This design comes from an exercise in tuning for small area on the open sky130 flow, not from production work.
The RTL was checked by simulation tests, not by an equivalence proof against the original design.
No driver is modelled on the clock port, so clocking that relies on it looks cheaper here than on a real chip.
No activity file was given, so power comes from the tool's default toggle rates.

==> flow/design.v <==
module brf_inv (input logic a, output logic y);
    assign y = ~a;
endmodule
module brf_nor2 (input logic a, b, output logic y);
    assign y = ~(a | b);
endmodule
module brf_nor3 (input logic a, b, c, output logic y);
    assign y = ~(a | b | c);
endmodule
module brf_nand2 (input logic a, b, output logic y);
    assign y = ~(a & b);
endmodule
module brf_nand3 (input logic a, b, c, output logic y);
    assign y = ~(a & b & c);
endmodule
module brf_nand4 (input logic a, b, c, d, output logic y);
    assign y = ~(a & b & c & d);
endmodule
module brf_or3 (input logic a, b, c, output logic y);
    assign y = a | b | c;
endmodule
module brf_ao21 (input logic a1, a2, b, output logic y);
    assign y = (a1 & a2) | b;
endmodule
module brf_ao31 (input logic a1, a2, a3, b, output logic y);
    assign y = (a1 & a2 & a3) | b;
endmodule
module brf_ao22 (input logic a1, a2, b1, b2, output logic y);
    assign y = (a1 & a2) | (b1 & b2);
endmodule
module brf_aoi222 (input logic a1, a2, b1, b2, c1, c2, output logic y);
    assign y = ~((a1 & a2) | (b1 & b2) | (c1 & c2));
endmodule
module brf_aoi22 (input logic a1, a2, b1, b2, output logic y);
    assign y = ~((a1 & a2) | (b1 & b2));
endmodule
module brf_pre2 (input logic [1:0] a, output logic [3:0] yn, output logic [3:0] y);
    logic [1:0] an;
    brf_inv u_i0 (.a(a[0]), .y(an[0]));
    brf_inv u_i1 (.a(a[1]), .y(an[1]));
    brf_nand2 u_0 (.a(an[0]), .b(an[1]), .y(yn[0]));
    brf_nand2 u_1 (.a(a[0]),  .b(an[1]), .y(yn[1]));
    brf_nand2 u_2 (.a(an[0]), .b(a[1]),  .y(yn[2]));
    brf_nand2 u_3 (.a(a[0]),  .b(a[1]),  .y(yn[3]));
    for (genvar j = 0; j < 4; j++) begin : g_p
        brf_inv u (.a(yn[j]), .y(y[j]));
    end
endmodule
module brf_pre3e (input logic [2:0] a, input logic en, output logic [7:0] yn,
                  output logic [7:0] y);
    logic [2:0] an;
    brf_inv u_i0 (.a(a[0]), .y(an[0]));
    brf_inv u_i1 (.a(a[1]), .y(an[1]));
    brf_inv u_i2 (.a(a[2]), .y(an[2]));
    for (genvar k = 0; k < 8; k++) begin : g_k
        brf_nand4 u (
            .a(k[0] ? a[0] : an[0]),
            .b(k[1] ? a[1] : an[1]),
            .c(k[2] ? a[2] : an[2]),
            .d(en),
            .y(yn[k])
        );
        brf_inv u_p (.a(yn[k]), .y(y[k]));
    end
endmodule
module brf_pre3 (input logic [2:0] a, output logic [7:0] yn, output logic [7:0] y);
    logic [2:0] an;
    brf_inv u_i0 (.a(a[0]), .y(an[0]));
    brf_inv u_i1 (.a(a[1]), .y(an[1]));
    brf_inv u_i2 (.a(a[2]), .y(an[2]));
    for (genvar k = 0; k < 8; k++) begin : g_k
        brf_nand3 u (
            .a(k[0] ? a[0] : an[0]),
            .b(k[1] ? a[1] : an[1]),
            .c(k[2] ? a[2] : an[2]),
            .y(yn[k])
        );
        brf_inv u_p (.a(yn[k]), .y(y[k]));
    end
endmodule
module brf_or31p (
    input  logic [31:1] d,
    input  logic [31:1] s,
    output logic [2:0]  o
);
    logic [10:0] n;
    for (genvar k = 0; k < 10; k++) begin : g_a
        brf_aoi222 u (
            .a1(d[3*k+1]), .a2(s[3*k+1]),
            .b1(d[3*k+2]), .b2(s[3*k+2]),
            .c1(d[3*k+3]), .c2(s[3*k+3]),
            .y (n[k])
        );
    end
    brf_nand2 u_b (.a(d[31]), .b(s[31]), .y(n[10]));
    brf_nand4 u_n0 (.a(n[0]), .b(n[1]), .c(n[2]),  .d(n[3]), .y(o[0]));
    brf_nand4 u_n1 (.a(n[4]), .b(n[5]), .c(n[6]),  .d(n[7]), .y(o[1]));
    brf_nand3 u_n2 (.a(n[8]), .b(n[9]), .c(n[10]),           .y(o[2]));
endmodule
module brf_or31 (
    input  logic [31:1] d,
    input  logic [31:1] s,
    output logic        y
);
    logic [2:0] o;
    brf_or31p u_p (.d(d), .s(s), .o(o));
    brf_or3   u_o (.a(o[0]), .b(o[1]), .c(o[2]), .y(y));
endmodule
module brf_rdbit (
    input  logic [31:1] d,
    input  logic [31:1] s,
    input  logic        bd,
    input  logic        bs,
    output logic        y
);
    logic [10:0] n;
    for (genvar k = 0; k < 10; k++) begin : g_a
        brf_aoi222 u (
            .a1(d[3*k+1]), .a2(s[3*k+1]),
            .b1(d[3*k+2]), .b2(s[3*k+2]),
            .c1(d[3*k+3]), .c2(s[3*k+3]),
            .y (n[k])
        );
    end
    brf_aoi22 u_b (.a1(d[31]), .a2(s[31]), .b1(bd), .b2(bs), .y(n[10]));
    logic [2:0] o;
    brf_nand4 u_n0 (.a(n[0]), .b(n[1]), .c(n[2]), .d(n[3]), .y(o[0]));
    brf_nand4 u_n1 (.a(n[4]), .b(n[5]), .c(n[6]), .d(n[7]), .y(o[1]));
    brf_nand3 u_n2 (.a(n[8]), .b(n[9]), .c(n[10]),         .y(o[2]));
    brf_or3   u_o  (.a(o[0]), .b(o[1]), .c(o[2]), .y(y));
endmodule
module bypass_regfile_sb #(
    parameter int DATA_W   = 32,
    parameter int ADDR_W   = 5,
    parameter int NUM_RD   = 2,
    parameter int ZERO_REG = 1,
    parameter int BYPASS   = 1
) (
    input  logic                     clk,
    input  logic                     reset,
    input  logic                     we,
    input  logic [ADDR_W-1:0]        waddr,
    input  logic [DATA_W-1:0]        wdata,
    input  logic [NUM_RD*ADDR_W-1:0] raddr,
    input  logic [NUM_RD-1:0]        rd_en,
    output logic [NUM_RD*DATA_W-1:0] rdata,
    input  logic                     pend_set,
    input  logic [ADDR_W-1:0]        pend_addr,
    input  logic                     pend_flush,
    output logic [NUM_RD-1:0]        busy,
    output logic                     stall,
    output logic [ADDR_W:0]          pend_cnt
);
    localparam int DEPTH = 32;
    logic [DEPTH-1:1][DATA_W-1:0] regs_q, regs_d;
    logic [DEPTH-1:1]             pend_q, pend_d;
    logic [4:0]                   cnt_q, cnt_d;
    logic nreset, we_nr, ps_nr, nfr;
    brf_inv   u_nreset (.a(reset), .y(nreset));
    assign we_nr = we & nreset;            
    assign ps_nr = pend_set & nreset;      
    assign nfr   = ~(pend_flush | reset);  
    logic [3:0] wlo_n, wlo, plo_n, plo;
    logic [7:0] whi_n, whi, wrhi_n, wrhi, phi_n, phi;
    brf_pre2  u_wlo  (.a(waddr[1:0]),     .yn(wlo_n), .y(wlo));
    brf_pre3e u_whi  (.a(waddr[4:2]),     .en(we),    .yn(whi_n),  .y(whi));
    brf_pre3e u_wrhi (.a(waddr[4:2]),     .en(we_nr), .yn(wrhi_n), .y(wrhi));
    brf_pre2  u_plo  (.a(pend_addr[1:0]), .yn(plo_n), .y(plo));
    brf_pre3e u_phi  (.a(pend_addr[4:2]), .en(ps_nr), .yn(phi_n),  .y(phi));
    logic [DEPTH-1:1] wen_n, ld_n, ld, hold_n, hold, pset;
    for (genvar r = 1; r < DEPTH; r++) begin : g_row
        brf_nand2 u_wen  (.a(wlo[r%4]),  .b(whi[r/4]),  .y(wen_n[r]));
        brf_nand2 u_ldn  (.a(wlo[r%4]),  .b(wrhi[r/4]), .y(ld_n[r]));
        brf_inv   u_ld   (.a(ld_n[r]),   .y(ld[r]));
        brf_nand2 u_hn   (.a(wen_n[r]),  .b(nreset),    .y(hold_n[r]));
        brf_inv   u_hold (.a(hold_n[r]), .y(hold[r]));
        brf_nor2  u_pset (.a(plo_n[r%4]), .b(phi_n[r/4]), .y(pset[r]));
        brf_ao31  u_pd   (.a1(pend_q[r]), .a2(wen_n[r]), .a3(nfr), .b(pset[r]),
                          .y(pend_d[r]));
        for (genvar b = 0; b < DATA_W; b++) begin : g_bit
            brf_ao22 u_st (
                .a1(ld[r]),   .a2(wdata[b]),
                .b1(hold[r]), .b2(regs_q[r][b]),
                .y (regs_d[r][b])
            );
        end
    end
    always_ff @(posedge clk) begin
        regs_q <= regs_d;
        pend_q <= pend_d;
    end
    logic dec, ppa, inc, ps_any;
    brf_or31 u_dec (.d(pend_q), .s(ld),   .y(dec));
    brf_or31 u_ppa (.d(pend_q), .s(pset), .y(ppa));
    assign ps_any = ps_nr & (pend_addr != 5'd0);
    assign inc    = ps_any & ~(ppa & ~(we & (waddr == pend_addr)));
    always_comb begin
        if (reset)            cnt_d = 5'd0;
        else if (pend_flush)  cnt_d = 5'(ps_any);
        else if (inc && !dec) cnt_d = cnt_q + 5'd1;
        else if (dec && !inc) cnt_d = cnt_q - 5'd1;
        else                  cnt_d = cnt_q;
    end
    always_ff @(posedge clk) begin
        cnt_q <= cnt_d;
    end
    assign pend_cnt = {1'b0, cnt_q};
    for (genvar i = 0; i < NUM_RD; i++) begin : g_rd
        logic [ADDR_W-1:0] ra;
        logic [3:0]        lo_n, lo;
        logic [7:0]        hi_n, hi;
        logic [DEPTH-1:1]  sel_n, sel;
        logic              byp_n, byp;
        assign ra = raddr[i*ADDR_W +: ADDR_W];
        brf_pre2 u_lo (.a(ra[1:0]), .yn(lo_n), .y(lo));
        brf_pre3 u_hi (.a(ra[4:2]), .yn(hi_n), .y(hi));
        for (genvar r = 1; r < DEPTH; r++) begin : g_sel
            brf_nand3 u_seln (.a(lo[r%4]), .b(hi[r/4]), .c(wen_n[r]), .y(sel_n[r]));
            brf_inv   u_sel  (.a(sel_n[r]), .y(sel[r]));
        end
        assign byp_n = ~(we & (ra == waddr) & (ra != 5'd0));
        brf_inv u_byp (.a(byp_n), .y(byp));
        for (genvar b = 0; b < DATA_W; b++) begin : g_bit
            logic [DEPTH-1:1] col;
            for (genvar r = 1; r < DEPTH; r++) begin : g_c
                assign col[r] = regs_q[r][b];
            end
            brf_rdbit u_rd (
                .d(col), .s(sel), .bd(wdata[b]), .bs(byp),
                .y(rdata[i*DATA_W + b])
            );
        end
        brf_or31 u_busy (.d(pend_q), .s(sel), .y(busy[i]));
    end
    assign stall = (busy[0] & rd_en[0]) | (busy[1] & rd_en[1]);
endmodule
clock: 7.5 ns
lec_check: 0
cap_margin: 10
core_margin: 2
core_utilization: 50
slew_margin: 10
synth_hierarchical: 1
synth_minimum_keep_size: 0
standard.sh (not shown) runs the stock make flow with config.mk's settings and CLKGATE_MAP_FILE= SYNTH_SCRIPT=/design/flow/synth_recipe.tcl, a recipe that flattens the netlist after the stock synthesis.
==> flow/flow/run.sh <==
#!/bin/bash
# Own layout flow: the standard ORFS flow (standard.sh, unchanged synthesis),
# with these changes passed to ORFS through its own variables and step hooks:
#   * before floorplanning (presize.tcl), inverters driving long select lines
#     get the x2 size (same area as x1), so repair_design does not buffer them;
#   * port buffers use the smallest buffer cell instead of ORFS's default pick;
#   * the clock tree is built by clocktree.tcl before clock tree synthesis
#     (root, mid and leaf clkbuf_16 over k-means clusters of flip-flops), and
#     TritonCTS, limited to the clock port's net, then has nothing to add.
# Each tool's full log stays under orfs/logs/ in this folder; make's own output
# goes to flow_make.log.
set -euo pipefail
export PRE_FLOORPLAN_TCL="$PWD/flow/presize.tcl"
export PRE_CTS_TCL="$PWD/flow/clocktree.tcl"
export CLK_CLUSTER=26
export CLK_MID=7
export CLK_CAPF=1.1
export BUFFER_PORTS_ARGS="-buffer_cell sky130_fd_sc_hd__buf_1"
export CTS_ARGS="-clk_nets clk -dont_use_dummy_load -buf_list sky130_fd_sc_hd__clkbuf_16 -root_buf sky130_fd_sc_hd__clkbuf_16"
bash standard.sh > flow_make.log 2>&1
==> flow/flow/clocktree.tcl <==
# Run by cts.tcl before clock tree synthesis (PRE_CTS_TCL). Builds a
# three-level clock tree by hand: the flip-flops are split by k-means on their
# placed positions into clusters of about CLK_CLUSTER flops, each cluster gets
# one clkbuf_16 at its centroid; the cluster buffers are grouped the same way
# under about CLK_MID cluster buffers each, with one clkbuf_16 per group; and
# a root clkbuf_16 drives the group buffers from the clock port. The buffers
# are placed here and legalized by the detailed placement that cts.tcl runs
# next (cts.tcl's clock_tree_synthesis then finds nothing left to do).
set block [ord::get_db_block]
set db [ord::get_db]
set bufm [$db findMaster sky130_fd_sc_hd__clkbuf_16]
set clk [$block findNet clk]
set per [expr {[info exists ::env(CLK_CLUSTER)] ? $::env(CLK_CLUSTER) : 40}]
set permid [expr {[info exists ::env(CLK_MID)] ? $::env(CLK_MID) : 7}]

# k-means with a soft cap on cluster size; returns {assign cx cy}
proc kmeans {xs ys k per} {
  set n [llength $xs]
  set order [lsort -integer -indices [lmap x $xs y $ys {
    expr {int($y / 20000) * 10000000 + (int($y / 20000) % 2 ? -int($x) : int($x))}
  }]]
  set cx {}
  set cy {}
  for {set c 0} {$c < $k} {incr c} {
    set i [lindex $order [expr {int(($c + 0.5) * $n / $k)}]]
    lappend cx [lindex $xs $i]
    lappend cy [lindex $ys $i]
  }
  set assign [lrepeat $n 0]
  set cap [expr {max(1, int(ceil($per * ([info exists ::env(CLK_CAPF)] ? $::env(CLK_CAPF) : 1.25))))}]
  for {set iter 0} {$iter < 30} {incr iter} {
    set cnt [lrepeat $k 0]
    for {set i 0} {$i < $n} {incr i} {
      set x [lindex $xs $i]
      set y [lindex $ys $i]
      set d {}
      for {set c 0} {$c < $k} {incr c} {
        lappend d [expr {abs($x - [lindex $cx $c]) + abs($y - [lindex $cy $c])}]
      }
      foreach c [lsort -real -indices $d] {
        if {[lindex $cnt $c] < $cap} {
          lset assign $i $c
          lset cnt $c [expr {[lindex $cnt $c] + 1}]
          break
        }
      }
    }
    set sx [lrepeat $k 0.0]
    set sy [lrepeat $k 0.0]
    for {set i 0} {$i < $n} {incr i} {
      set c [lindex $assign $i]
      lset sx $c [expr {[lindex $sx $c] + [lindex $xs $i]}]
      lset sy $c [expr {[lindex $sy $c] + [lindex $ys $i]}]
    }
    for {set c 0} {$c < $k} {incr c} {
      if {[lindex $cnt $c] > 0} {
        lset cx $c [expr {[lindex $sx $c] / [lindex $cnt $c]}]
        lset cy $c [expr {[lindex $sy $c] / [lindex $cnt $c]}]
      }
    }
  }
  return [list $assign $cx $cy]
}

proc place_at {inst x y} {
  set m [$inst getMaster]
  $inst setLocation [expr {int($x - [$m getWidth] / 2)}] [expr {int($y - [$m getHeight] / 2)}]
  $inst setPlacementStatus PLACED
}

# a clkbuf_16 named NAME at (x, y) driving a new clock net; returns {inst net}
proc new_buf {block bufm name x y} {
  set b [odb::dbInst_create $block $bufm $name]
  set net [odb::dbNet_create $block ${name}_net]
  $net setSigType CLOCK
  place_at $b $x $y
  [$b findITerm X] connect $net
  return [list $b $net]
}

set sinks {}
set xs {}
set ys {}
foreach it [$clk getITerms] {
  if {[$it getIoType] ne "INPUT"} { continue }
  set bb [[$it getInst] getBBox]
  lappend sinks $it
  lappend xs [expr {([$bb xMin] + [$bb xMax]) / 2.0}]
  lappend ys [expr {([$bb yMin] + [$bb yMax]) / 2.0}]
}
set n [llength $sinks]
set k [expr {int(ceil(double($n) / $per))}]
lassign [kmeans $xs $ys $k $per] assign cx cy
set m [expr {int(ceil(double($k) / $permid))}]
lassign [kmeans $cx $cy $m $permid] massign mx my
puts "clocktree: $n sinks, $k leaf buffers, $m mid buffers"

set ax 0.0
set ay 0.0
for {set c 0} {$c < $m} {incr c} {
  set ax [expr {$ax + [lindex $mx $c] / $m}]
  set ay [expr {$ay + [lindex $my $c] / $m}]
}
lassign [new_buf $block $bufm clkroot $ax $ay] root rootnet
[$root findITerm A] connect $clk

set midnets {}
for {set c 0} {$c < $m} {incr c} {
  lassign [new_buf $block $bufm clkmid_$c [lindex $mx $c] [lindex $my $c]] b net
  [$b findITerm A] connect $rootnet
  lappend midnets $net
}
set leafnets {}
for {set c 0} {$c < $k} {incr c} {
  lassign [new_buf $block $bufm clkleaf_$c [lindex $cx $c] [lindex $cy $c]] b net
  [$b findITerm A] connect [lindex $midnets [lindex $massign $c]]
  lappend leafnets $net
}
for {set i 0} {$i < $n} {incr i} {
  set it [lindex $sinks $i]
  $it disconnect
  $it connect [lindex $leafnets [lindex $assign $i]]
}
Other scripts of this flow, unchanged in this note and not shown: flow/flow/presize.tcl
The starting point ran to the end with no violations.
Next try:
--- a/flow/flow/run.sh
+++ b/flow/flow/run.sh
@@ -4,3 +4,4 @@
 #   * before floorplanning (presize.tcl), inverters driving long select lines
-#     get the x2 size (same area as x1), so repair_design does not buffer them;
+#     get the x2 size (same area as x1), so repair_design does not buffer them,
+#     and the read ports' AOI22 gets the x1 size;
 #   * port buffers use the smallest buffer cell instead of ORFS's default pick;
@@ -8,3 +9,6 @@
 #     (root, mid and leaf clkbuf_16 over k-means clusters of flip-flops), and
-#     TritonCTS, limited to the clock port's net, then has nothing to add.
+#     TritonCTS, limited to the clock port's net, then has nothing to add;
+#   * after clock tree synthesis, clockinv.tcl turns the mid and leaf buffers
+#     into inverters (two inverting levels, so the flip-flops see the same
+#     clock edge).
 # Each tool's full log stays under orfs/logs/ in this folder; make's own output
@@ -14,5 +18,7 @@
 export PRE_CTS_TCL="$PWD/flow/clocktree.tcl"
-export CLK_CLUSTER=26
-export CLK_MID=7
+export POST_CTS_TCL="$PWD/flow/clockinv.tcl"
+export CLK_CLUSTER=24
+export CLK_MID=4
 export CLK_CAPF=1.1
+export CLK_INV_CELL=sky130_fd_sc_hd__inv_12
 export BUFFER_PORTS_ARGS="-buffer_cell sky130_fd_sc_hd__buf_1"
==> flow/flow/clockinv.tcl (new file) <==
# Run by cts.tcl after clock tree synthesis (POST_CTS_TCL), once clocktree.tcl
# has built the clock tree from clkbuf_16 cells. The leaf and mid cells
# (clkleaf_*, clkmid_*) are replaced by inverters of CLK_INV_CELL: two
# inverting levels keep the clock's polarity at the flip-flops, and an
# inverter drives a given load with less area than a clock buffer. (Inverters
# cannot be put in before cts.tcl's repair_clock_inverters, which would clone
# them next to every flip-flop.) The new cells are legalized here.
set block [ord::get_db_block]
set db [ord::get_db]
set invm [$db findMaster $::env(CLK_INV_CELL)]
set n 0
foreach inst [$block getInsts] {
  set name [$inst getName]
  if {![string match clkleaf_* $name] && ![string match clkmid_* $name]} { continue }
  set innet [[$inst findITerm A] getNet]
  set outnet [[$inst findITerm X] getNet]
  set bb [$inst getBBox]
  set x [expr {([$bb xMin] + [$bb xMax]) / 2}]
  set y [$bb yMin]
  odb::dbInst_destroy $inst
  set new [odb::dbInst_create $block $invm $name]
  [$new findITerm A] connect $innet
  [$new findITerm Y] connect $outnet
  $new setLocation [expr {$x - [$invm getWidth] / 2}] $y
  $new setPlacementStatus PLACED
  incr n
}
puts "clockinv: $n clock buffers replaced by [$invm getName]"
detailed_placement
check_placement -verbose
estimate_parasitics -placement
Effect: Maximum frequency barely changes. Total power came out lower by a few percent. Global-route usage hardly moves. Design area came out lower slightly.
Next try:
--- a/flow/flow/run.sh
+++ b/flow/flow/run.sh
@@ -7,2 +7,5 @@
 #   * port buffers use the smallest buffer cell instead of ORFS's default pick;
+#   * after global placement (unbuffer.tcl), a buf_4 that repair put right
+#     after a small inverter or port buffer is folded into that driver,
+#     which is sized up instead;
 #   * the clock tree is built by clocktree.tcl before clock tree synthesis
@@ -19,3 +22,4 @@
 export POST_CTS_TCL="$PWD/flow/clockinv.tcl"
-export CLK_CLUSTER=24
+export POST_GLOBAL_PLACE_TCL="$PWD/flow/unbuffer.tcl"
+export CLK_CLUSTER=22
 export CLK_MID=4
==> flow/flow/unbuffer.tcl (new file) <==
# Run by global_place.tcl after global placement (POST_GLOBAL_PLACE_TCL).
# Where the timing-driven placement's repair put a buf_4 right after a small
# inverter or port buffer whose only load is that buf_4, the buf_4 is removed
# and the driver takes its loads, sized up instead (inv_1/inv_2 to inv_4,
# buf_1/clkbuf_2 to buf_4): one cell of less area doing the same job.
# repair_design and detailed placement run after this step as usual.
set block [ord::get_db_block]
set db [ord::get_db]
array set upsize {
  sky130_fd_sc_hd__inv_1    sky130_fd_sc_hd__inv_4
  sky130_fd_sc_hd__inv_2    sky130_fd_sc_hd__inv_4
  sky130_fd_sc_hd__buf_1    sky130_fd_sc_hd__buf_4
  sky130_fd_sc_hd__clkbuf_2 sky130_fd_sc_hd__buf_4
}
set n 0
foreach inst [$block getInsts] {
  if {[[$inst getMaster] getName] ne "sky130_fd_sc_hd__buf_4"} { continue }
  set innet [[$inst findITerm A] getNet]
  set outnet [[$inst findITerm X] getNet]
  if {$innet eq "NULL" || $outnet eq "NULL"} { continue }
  if {[llength [$innet getBTerms]] > 0 || [llength [$outnet getBTerms]] > 0} { continue }
  set its [$innet getITerms]
  if {[llength $its] != 2} { continue }
  set drv ""
  foreach t $its {
    if {[$t isOutputSignal]} { set drv [$t getInst] }
  }
  if {$drv eq ""} { continue }
  set dm [[$drv getMaster] getName]
  if {![info exists upsize($dm)]} { continue }
  # move the buffer's loads to the driver's net, drop the buffer
  set loads {}
  foreach t [$outnet getITerms] {
    if {![$t isOutputSignal]} { lappend loads $t }
  }
  odb::dbInst_destroy $inst
  foreach t $loads {
    $t disconnect
    $t connect $innet
  }
  odb::dbNet_destroy $outnet
  replace_cell [$drv getName] $upsize($dm)
  incr n
}
puts "unbuffer: $n buffers removed"
The changed run ran to the end with no violations.
Core utilization is about the same.
Final cell count came out lower slightly.
Area after synthesis stays the same.
First-iteration DRC count hardly moves.
Power rises slightly.
Global-route usage rises by 0.12 points.
Sequential share of layout area hardly moves.
Design area hardly moves.
Sequential power hardly moves.
Combinational power is lower slightly.
Worst setup slack got worse by 38 ps.

## re-timing with driven ports
In the flow no input, the clock included, has a driving cell. The finished layouts below were timed again as built, in two steps.
Step 1 sets driving cells, clkbuf_16 on the clock port and buf_2 on the other inputs (assumed; they add their load-dependent delay and slew).
Step 2 times the ports against the registers' clock, not the clock port: input delays grow and output delays shrink by t, the midpoint of the rising clock arrivals with the driver on.
a / b / c = ideal ports / drivers / drivers and shift; a / b = the first two.
run | shift t [ns] | setup WS [ns] | slew at the worst register clock pin (ns) | worst slew at a driven data input, ns | cell pins on the clock port's net
the first run | 0.723 | 1.062 / 1.037 / 1.037 | 0.12 / 0.12 | 0.05 | 1
the second run | 0.774 | 1.047 / 1.022 / 1.022 | 0.11 / 0.11 | 0.05 | 1
the third run | 0.801 | 1.009 / 0.985 / 0.985 | 0.11 / 0.11 | 0.06 | 1
After both steps every run listed still meets setup and hold.
